From an optimization exercise on the open Yosys and OpenROAD flow, aimed at small area, a short achievable clock period and few clock cycles per item; shortcuts taken in it are not production practice. Only simulation tests tie the RTL to the original design; equivalence was not proved.

P:
## sparse_top
module sparse_top #(
  parameter int LANES     = sparse_cfg_pkg::LANES_DEF,
  parameter int DATA_W    = sparse_cfg_pkg::DATA_W_DEF,
  parameter int ACC_W     = sparse_cfg_pkg::ACC_W_DEF,
  parameter int OUT_SHIFT = sparse_cfg_pkg::SHIFT_DEF
) (
  input  logic                    clk,
  input  logic                    rst_n,
  input  logic [LANES*DATA_W-1:0] weights_in,
  input  logic                    weights_valid,
  output logic                    weights_ready,
  input  logic [LANES*DATA_W-1:0] act_packed,
  input  logic [LANES-1:0]        act_mask,
  input  logic                    act_last,
  input  logic                    act_valid,
  output logic                    act_ready,
  output logic [LANES*DATA_W-1:0] out_packed,
  output logic [LANES-1:0]        out_mask,
  output logic                    out_valid,
  input  logic                    out_ready
);
  logic [LANES*DATA_W-1:0] lanes_d;
  logic [LANES*ACC_W-1:0]  acc_lanes;
  logic accept, weight_load, s1_en, acc_en, acc_clr, out_load;
  flow_controller controller (
    .clk(clk), .rst_n(rst_n),
    .weights_valid(weights_valid), .weights_ready(weights_ready),
    .act_valid(act_valid), .act_last(act_last), .act_ready(act_ready),
    .out_valid(out_valid), .out_ready(out_ready),
    .accept(accept), .weight_load(weight_load),
    .s1_en(s1_en), .acc_en(acc_en), .acc_clr(acc_clr), .out_load(out_load)
  );
  sparse_decoder #(.LANES(LANES), .DATA_W(DATA_W)) decoder (
    .act_packed(act_packed), .act_mask(act_mask), .lanes_d(lanes_d)
  );
  mac_lanes #(.LANES(LANES), .DATA_W(DATA_W), .ACC_W(ACC_W)) mac (
    .clk(clk),
    .lanes_d(lanes_d), .accept(accept),
    .weight_load(weight_load), .weight_word(weights_in),
    .s1_en(s1_en), .acc_en(acc_en), .acc_clr(acc_clr), .acc_lanes(acc_lanes)
  );
  result_encoder #(
    .LANES(LANES), .DATA_W(DATA_W), .ACC_W(ACC_W), .OUT_SHIFT(OUT_SHIFT)
  ) encoder (
    .clk(clk),
    .acc_lanes(acc_lanes), .out_load(out_load),
    .out_packed(out_packed), .out_mask(out_mask)
  );
endmodule
For scale: roughly 2800 cells after synthesis, about 330 flip-flops, roughly 110 I/O pins, roughly 25000 um^2 of cells after synthesis.
==> flow/config.mk <==
export PLATFORM = sky130hd
export DESIGN_NAME = sparse_top
export DESIGN_NICKNAME = sparse_top
export VERILOG_FILES = /design/flow/design.v
export SDC_FILE = /design/flow/constraint.sdc
export NUM_CORES = 4
export LEC_CHECK = 0
export ABC_AREA = 1
export CAP_MARGIN = 20
export CORE_MARGIN = 2
export CORE_UTILIZATION = 50
export CTS_CLUSTER_DIAMETER = 250
export CTS_CLUSTER_SIZE = 25
export SETUP_SLACK_MARGIN = 4
export SLEW_MARGIN = 20
export TNS_END_PERCENT = 10
==> flow/constraint.sdc <==
create_clock -name core_clock -period 7.0 [get_ports {clk}]
set_input_delay 1.4000 -clock core_clock [delete_from_list [all_inputs] [get_ports {clk}]]
set_output_delay 1.4000 -clock core_clock [all_outputs]
set_load 0.01 [all_outputs]
run.sh (not shown) runs the stock make flow with config.mk's settings and CLKGATE_MAP_FILE= SYNTH_SCRIPT=/design/flow/synth_recipe.tcl, a recipe that flattens the netlist after the stock synthesis.
Testbench counts of P, summed over its fixed seeds: cycles 11,168, groups 2,400.
The following lists how Q was set up differently from P:
# P
export LEC_CHECK = 0
export ABC_AREA = 1
export CAP_MARGIN = 20
export CORE_MARGIN = 2
export CORE_UTILIZATION = 50
export CTS_CLUSTER_DIAMETER = 250
export CTS_CLUSTER_SIZE = 25
export SETUP_SLACK_MARGIN = 4
export SLEW_MARGIN = 20
export TNS_END_PERCENT = 10
create_clock -name core_clock -period 7.0 [get_ports {clk}]
# Q
export LEC_CHECK = 0
export ABC_AREA = 1
export CAP_MARGIN = 20
export CORE_MARGIN = 2
export CORE_UTILIZATION = 50
export SETUP_SLACK_MARGIN = 4
export SLEW_MARGIN = 20
export TNS_END_PERCENT = 10
create_clock -name core_clock -period 7.0 [get_ports {clk}]
Results
Diff P -> Q: overall via count from detail_route has increased, via count of the first global-routing pass has increased, synthesized cell count has remained practically unchanged, sum of routed wire length over all layers has remained practically unchanged.
### Q -> R
# Q
export LEC_CHECK = 0
export ABC_AREA = 1
export CAP_MARGIN = 20
export CORE_MARGIN = 2
export CORE_UTILIZATION = 50
export SETUP_SLACK_MARGIN = 4
export SLEW_MARGIN = 20
export TNS_END_PERCENT = 10
create_clock -name core_clock -period 7.0 [get_ports {clk}]
# R
export LEC_CHECK = 0
export ABC_AREA = 1
export CAP_MARGIN = 20
export CORE_MARGIN = 2
export CORE_UTILIZATION = 50
export SETUP_SLACK_MARGIN = 3.8
export SLEW_MARGIN = 20
export TNS_END_PERCENT = 0
create_clock -name core_clock -period 7.0 [get_ports {clk}]
### Flow results
Compared with Q, R shows a final-layout fill cell count that is about 0.34% higher. Status: worst-case headroom to the max-slew limit parity (R, Q). Sort Q and R by setup slack asc -> top: R. On critical path depth, the higher figure sits with Q, not R. Global routing met1 resource utilization for R: 0.53 points down relative to Q. The run showing the greater total routed wirelength is Q.
Edits applied to the flow inputs when going from R to S:
# R
export LEC_CHECK = 0
export ABC_AREA = 1
export CAP_MARGIN = 20
export CORE_MARGIN = 2
export CORE_UTILIZATION = 50
export SETUP_SLACK_MARGIN = 3.8
export SLEW_MARGIN = 20
export TNS_END_PERCENT = 0
create_clock -name core_clock -period 7.0 [get_ports {clk}]
# S
export LEC_CHECK = 0
export ABC_AREA = 1
export CAP_MARGIN = 20
export CORE_MARGIN = 2
export CORE_UTILIZATION = 40
export SETUP_SLACK_MARGIN = 3.8
export SLEW_MARGIN = 20
create_clock -name core_clock -period 7.0 [get_ports {clk}]
[summary]
Relative to R, the worst-case setup margin in the final layout of S is higher by 0.047 ns. Shortest clock period the worst path allows after layout in S vs R: down 0.047 ns. Comparing S against R, there is no change at all in number of nets with antenna violations after routing. After detailed routing, R needs less wire than S. Logic depth of the worst register-to-register path: S vs R up 6.


Starting RTL as in the previous note.
export LEC_CHECK = 0
export ABC_AREA = 1
export CAP_MARGIN = 20
export CORE_MARGIN = 2
export CORE_UTILIZATION = 40
export SETUP_SLACK_MARGIN = 4
export SLEW_MARGIN = 20
create_clock -name core_clock -period 7.0 [get_ports {clk}]
Testbench counts at the start, summed over its fixed seeds: cycles 11,168, groups 2,400.
Rerun with:
--- a/flow/config.mk
+++ b/flow/config.mk
@@ -6,5 +6,4 @@
 export NUM_CORES = 4
 export LEC_CHECK = 0
-export ABC_AREA = 1
 export CAP_MARGIN = 20
 export CORE_MARGIN = 2
The new run completed with no timing, DRC or antenna violations.
Core utilization came out higher by 1.9 points.
Clock-buffer cell count falls by 6.
Worst setup slack is worse by 0.66 ns.
Wire length hardly moves.
Hold slack gets worse by 0.0046 ns.
Clock skew increases by 0.0041 ns.
Synthesized cell count went down by about 7%.
Via count is higher by about 1%.


Setup of the reference run:
Starting RTL as in the previous note.
Settings: LEC_CHECK=0, ABC_AREA=1, CAP_MARGIN=20, CORE_MARGIN=2, CORE_UTILIZATION=50, CTS_CLUSTER_DIAMETER=171, CTS_CLUSTER_SIZE=20, SETUP_SLACK_MARGIN=3.8, SLEW_MARGIN=20; clock period 7.0 ns.
The reference run completed every stage of the flow, and the final layout passed the timing, DRC and antenna checks.
Testbench counts of the reference run, summed over its fixed seeds: cycles 11,168, groups 2,400.
Modified inputs, the trial run compared to the reference run
--- a/flow/config.mk
+++ b/flow/config.mk
@@ -10,6 +10,6 @@
 export CORE_MARGIN = 2
 export CORE_UTILIZATION = 50
-export CTS_CLUSTER_DIAMETER = 171
-export CTS_CLUSTER_SIZE = 20
+export CTS_CLUSTER_DIAMETER = 250
+export CTS_CLUSTER_SIZE = 25
 export SETUP_SLACK_MARGIN = 3.8
 export SLEW_MARGIN = 20
On quantity of gates resized following cts: the trial run sits above the reference run. [compare] base=the reference run new=the trial run: row count about even. Worst relative slew slack: the reference run and the trial run compared, lower one is the trial run. Per the comparison of the trial run with the reference run, post-layout worst setup margin went up, global-route usage did not really move. Diff the trial run..the reference run | first-pass GRT wire length | negligible. [compare] base=the reference run new=the trial run: design area down 0.44%.

-- afterwards: timing with drivers on the ports --
How much do the figures lean on ideal ports? The routed layouts below were timed once more, with nothing changed but the port constraints. Step 1 (the two cells are an assumption about what drives the block):
set clk [get_ports {clk}]
set_driving_cell -lib_cell sky130_fd_sc_hd__clkbuf_16 $clk
set_driving_cell -lib_cell sky130_fd_sc_hd__buf_2 [delete_from_list [all_inputs] $clk]
Step 2 moves the port delays by t, midway between the first and last clock arrival at a register: inputs arrive t later, outputs are due t later. That takes back most of the time a late clock gives input paths. a / b / c = no drivers / after step 1 / after step 2; a / b = the first two.
run | shift t [ns] | slack for setup (ns) | hold slack, ns | worst setup path at the end | cell pins on the clock port's net
P | 0.583 | 3.937 / 3.937 / 3.429 | 0.427 / 0.427 / 0.427 | input to register | 1
Q | 0.612 | 3.946 / 3.946 / 3.444 | 0.418 / 0.418 / 0.418 | input to register | 1
R | 0.612 | 3.876 / 3.876 / 3.349 | 0.418 / 0.418 / 0.418 | input to register | 1
S | 0.619 | 3.923 / 3.923 / 3.361 | 0.420 / 0.420 / 0.420 | input to register | 1
the first run of note 2 | 0.619 | 4.038 / 4.012 / 3.577 | 0.425 / 0.425 / 0.425 | input to register | 1
the second run of note 2 | 0.617 | 3.380 / 3.380 / 3.380 | 0.420 / 0.420 / 0.420 | register to register | 1
the reference run | 0.611 | 3.922 / 3.922 / 3.430 | 0.441 / 0.441 / 0.441 | input to register | 1
the trial run | 0.593 | 3.954 / 3.954 / 3.411 | 0.454 / 0.454 / 0.454 | input to register | 1
After both steps every run listed still meets setup and hold. The setup slack of S, which loses most, moves by 0.000 ns with the drivers and by -0.562 ns with both steps.
